What follows belongs to an exercise in optimizing a design on an open flow for small area, a short achievable clock period and few clock cycles per item; a production flow would make more cautious choices.
In this exercise RTL edits were held to simulation tests only and were not proved equivalent to the original.

Design rect_polar_converter, start of the top module:
module rect_polar_converter (
  input  logic                                clk,
  input  logic                                rst_n,
  input  logic                                in_valid,
  output logic                                in_ready,
  input  logic [1:0]                          in_opcode,
  input  logic signed [rpc_pkg::CW-1:0]       in_operand_first,
  input  logic signed [rpc_pkg::CW-1:0]       in_operand_second,
  output logic                                out_valid,
  input  logic                                out_ready,
  output logic signed [rpc_pkg::CW-1:0]       out_x_out,
  output logic signed [rpc_pkg::CW-1:0]       out_y_out,
  output logic [rpc_pkg::CW-1:0]              out_magnitude,
  output logic signed [rpc_pkg::ANG_W-1:0]    out_angle_rad,
  output logic                                out_mode_error
);
Size in the first run: about 2,600 flip-flops, ~110 I/O pins, ~150,000 sq um of cells after synthesis.
Settings: LEC_CHECK=0, ABC_AREA=1, CAP_MARGIN=20, CORE_MARGIN=2, CORE_UTILIZATION=55, SETUP_SLACK_MARGIN=5, SLEW_MARGIN=20; clock period 8.5 ns.
run.sh (not shown) runs the stock make flow with config.mk's settings and CLKGATE_MAP_FILE= SYNTH_SCRIPT=/design/flow/synth_recipe.tcl, a recipe that flattens the netlist after the stock synthesis.
Testbench counts at the start, summed over its fixed seeds: cycles 8,160, items 8,000.
Next try:
--- a/flow/design.v
+++ b/flow/design.v
@@ -1497,15 +1497,15 @@
   input  logic                                out_ready,
   output logic signed [rpc_pkg::CW-1:0]       out_x_out,
   output logic signed [rpc_pkg::CW-1:0]       out_y_out,
   output logic [rpc_pkg::CW-1:0]              out_magnitude,
   output logic signed [rpc_pkg::ANG_W-1:0]    out_angle_rad,
   output logic                                out_mode_error
 );
-  localparam int RING = 19;
+  localparam int RING = 20;
   localparam int CNTW = 5;             
   localparam logic signed [ZW-1:0] AT0_Q30 = 33'sd843314856;
   logic               e_v;
   logic [1:0]         e_op;
   logic signed [15:0] e_a, e_b;
   logic signed [15:0] e_f1, e_f2, e_f3;
   logic               o_v, s_v;
@@ -1731,65 +1731,62 @@
   logic signed [15:0] q_zq, q_px, q_py;
   logic [39:0]        q_m0, q_m1;
   rpc_post_round u_round (
     .x (c_x[NST]), .y (c_y[NST]), .z (c_z[NST]),
     .zq (q_zq), .px (q_px), .py (q_py)
   );
   rpc_mul_kx u_mkx (.u (c_x[NST][30:10]), .e (c_x[NST][9]), .s0 (q_m0), .s1 (q_m1));
-  logic [24:0] q_ml;
-  rpc_addsub #(.W(25)) u_aml (.a ({1'b0, q_m0[23:0]}), .b ({1'b0, q_m1[23:0]}), .sub (1'b0), .s (q_ml));
   logic [15:0] g_u;
   logic [29:0] g0, g1;
   logic [13:0] grl;
   assign g_u = {~c_b[NST][15], c_b[NST][14:0]};
   rpc_mul_ir u_mir (.u (g_u), .s0 (g0), .s1 (g1));
   rpc_addsub #(.W(14)) u_airl (.a ({1'b0, g0[12:0]}), .b ({1'b0, g1[12:0]}), .sub (1'b0), .s (grl));
   logic               p1_v;
   logic [15:0]        p1_rh0, p1_rh1;
   logic               p1_rc;
   logic [1:0]         p1_op;
   logic signed [15:0] p1_a, p1_b, p1_f1, p1_f2;
-  logic [15:0]        p1_m0, p1_m1;
-  logic               p1_mc;
+  logic [39:0]        p1_m0, p1_m1;
   always_ff @(posedge clk) begin
     p1_op  <= c_op[NST];
     p1_a   <= c_a[NST];
     p1_b   <= c_b[NST];
     p1_f2  <= q_py;
     p1_f1  <= (c_op[NST] == OP_POLAR) ? q_px : q_zq;
-    p1_m0  <= q_m0[39:24];
-    p1_m1  <= q_m1[39:24];
-    p1_mc  <= q_ml[24];
+    p1_m0  <= q_m0;
+    p1_m1  <= q_m1;
     p1_rh0 <= g0[28:13];
     p1_rh1 <= g1[28:13];
     p1_rc  <= grl[13];
   end
   logic signed [15:0] r_rep;
   logic [15:0]        gkh;
   always_comb begin
     if (!p1_a[15])                       gkh = 16'd0;
     else if (!p1_b[15] && p1_b != 16'd0) gkh = -16'sd11520;
     else                                 gkh = 16'sd11520;
   end
   assign r_rep = p1_rh0 + p1_rh1 + gkh + {15'd0, p1_rc};
-  logic [15:0] m_sum;
-  assign m_sum = p1_m0 + p1_m1 + {15'd0, p1_mc};
-  assign e_v  = p1_v;
-  assign e_op = p1_op;
-  assign e_a  = p1_a;
-  assign e_b  = (p1_op == OP_POLAR) ? r_rep : p1_b;
-  assign e_f1 = p1_f1;
-  assign e_f2 = (p1_op == OP_POLAR) ? p1_f2 : m_sum;
-  assign e_f3 = p1_b;
+  logic [39:0] m_sum;
+  rpc_addsub #(.W(40)) u_amag (.a (p1_m0), .b (p1_m1), .sub (1'b0), .s (m_sum));
+  always_ff @(posedge clk) begin
+    e_op <= p1_op;
+    e_a  <= p1_a;
+    e_b  <= (p1_op == OP_POLAR) ? r_rep : p1_b;
+    e_f1 <= p1_f1;
+    e_f2 <= (p1_op == OP_POLAR) ? p1_f2 : m_sum[39:24];
+    e_f3 <= p1_b;
+  end
   logic signed [15:0] d_x, d_y, d_ang;
   logic [15:0]        d_mag;
   logic               d_err;
   always_comb begin
     logic origin;
-    origin = (p1_a == '0) && (p1_b == '0);
+    origin = (e_a == '0) && (e_b == '0);
     d_x = '0; d_y = '0; d_mag = '0; d_ang = '0; d_err = 1'b0;
     case (e_op)
       OP_RECT: begin
         d_x   = e_a;
         d_y   = e_b;
         d_mag = origin ? '0 : e_f2;
         d_ang = origin ? '0 : e_f1;
@@ -1825,31 +1822,33 @@
   end
   always_ff @(posedge clk) begin
     if (!rst_n) begin
       r0_v       <= 1'b0;
       r1_v       <= 1'b0;
       c_v[1]     <= 1'b0;
       p1_v       <= 1'b0;
+      e_v        <= 1'b0;
       o_v        <= 1'b0;
       s_v        <= 1'b0;
       blk_cnt    <= '0;
       in_ready_r <= 1'b1;
     end else begin
       logic [CNTW-1:0] cnt_n;
       r0_v   <= recirc || take;
       r1_v   <= r0_v;
       c_v[1] <= r1_v;
       p1_v   <= c_v[NST];
+      e_v    <= p1_v;
       o_v    <= o_v ? (pop ? (s_v || deliver) : 1'b1) : deliver;
       s_v    <= s_v_n;
       if (recirc && !blocked) cnt_n = CNTW'(RING - 1);
       else if (blocked)       cnt_n = blk_cnt - 1'b1;
       else                    cnt_n = '0;
       blk_cnt    <= cnt_n;
-      in_ready_r <= (cnt_n == '0) && !(c_v[NST] && s_v_n);
+      in_ready_r <= (cnt_n == '0) && !(p1_v && s_v_n);
     end
   end
   assign out_valid      = o_v;
   assign out_x_out      = o_x;
   assign out_y_out      = o_y;
   assign out_magnitude  = o_mag;
   assign out_angle_rad  = o_ang;
Effect:
- sequential share of layout area increases by 1.1 points
- final cell count increases by 0.50%
- hold slack got worse by 0.088 ns
- non-clock buffer count decreases by 46
- worst setup slack improved by 0.019 ns
Testbench counts after the change, summed over its fixed seeds: cycles 8,168, items 8,000.

==> static timing again, ports no longer ideal <==
How much do the figures lean on ideal ports? The routed layouts below were timed once more, with nothing changed but the port constraints.
Step 1, drivers: a clkbuf_16 drives clk and a buf_2 each remaining input, both assumed.
Step 2 also shifts input and output timing later by t, the mid clock arrival at the registers, as if the neighbouring blocks saw the same clock.
a / b / c = ideal / step 1 / step 2; a / b = the first two.
run | t, ns | setup WS [ns] | clock arrival spread, ns | worst register clock-pin slew, ns
the first run | 0.992 | 5.006 / 4.983 / 4.128 | 0.056 / 0.056 | 0.07 / 0.07
the second run | 1.015 | 5.025 / 4.959 / 4.495 | 0.123 / 0.122 | 0.07 / 0.07
After both steps every run listed still meets setup and hold. For the first run, which loses most, drivers alone change the setup slack by -0.023 ns; drivers and shift together by -0.878 ns.
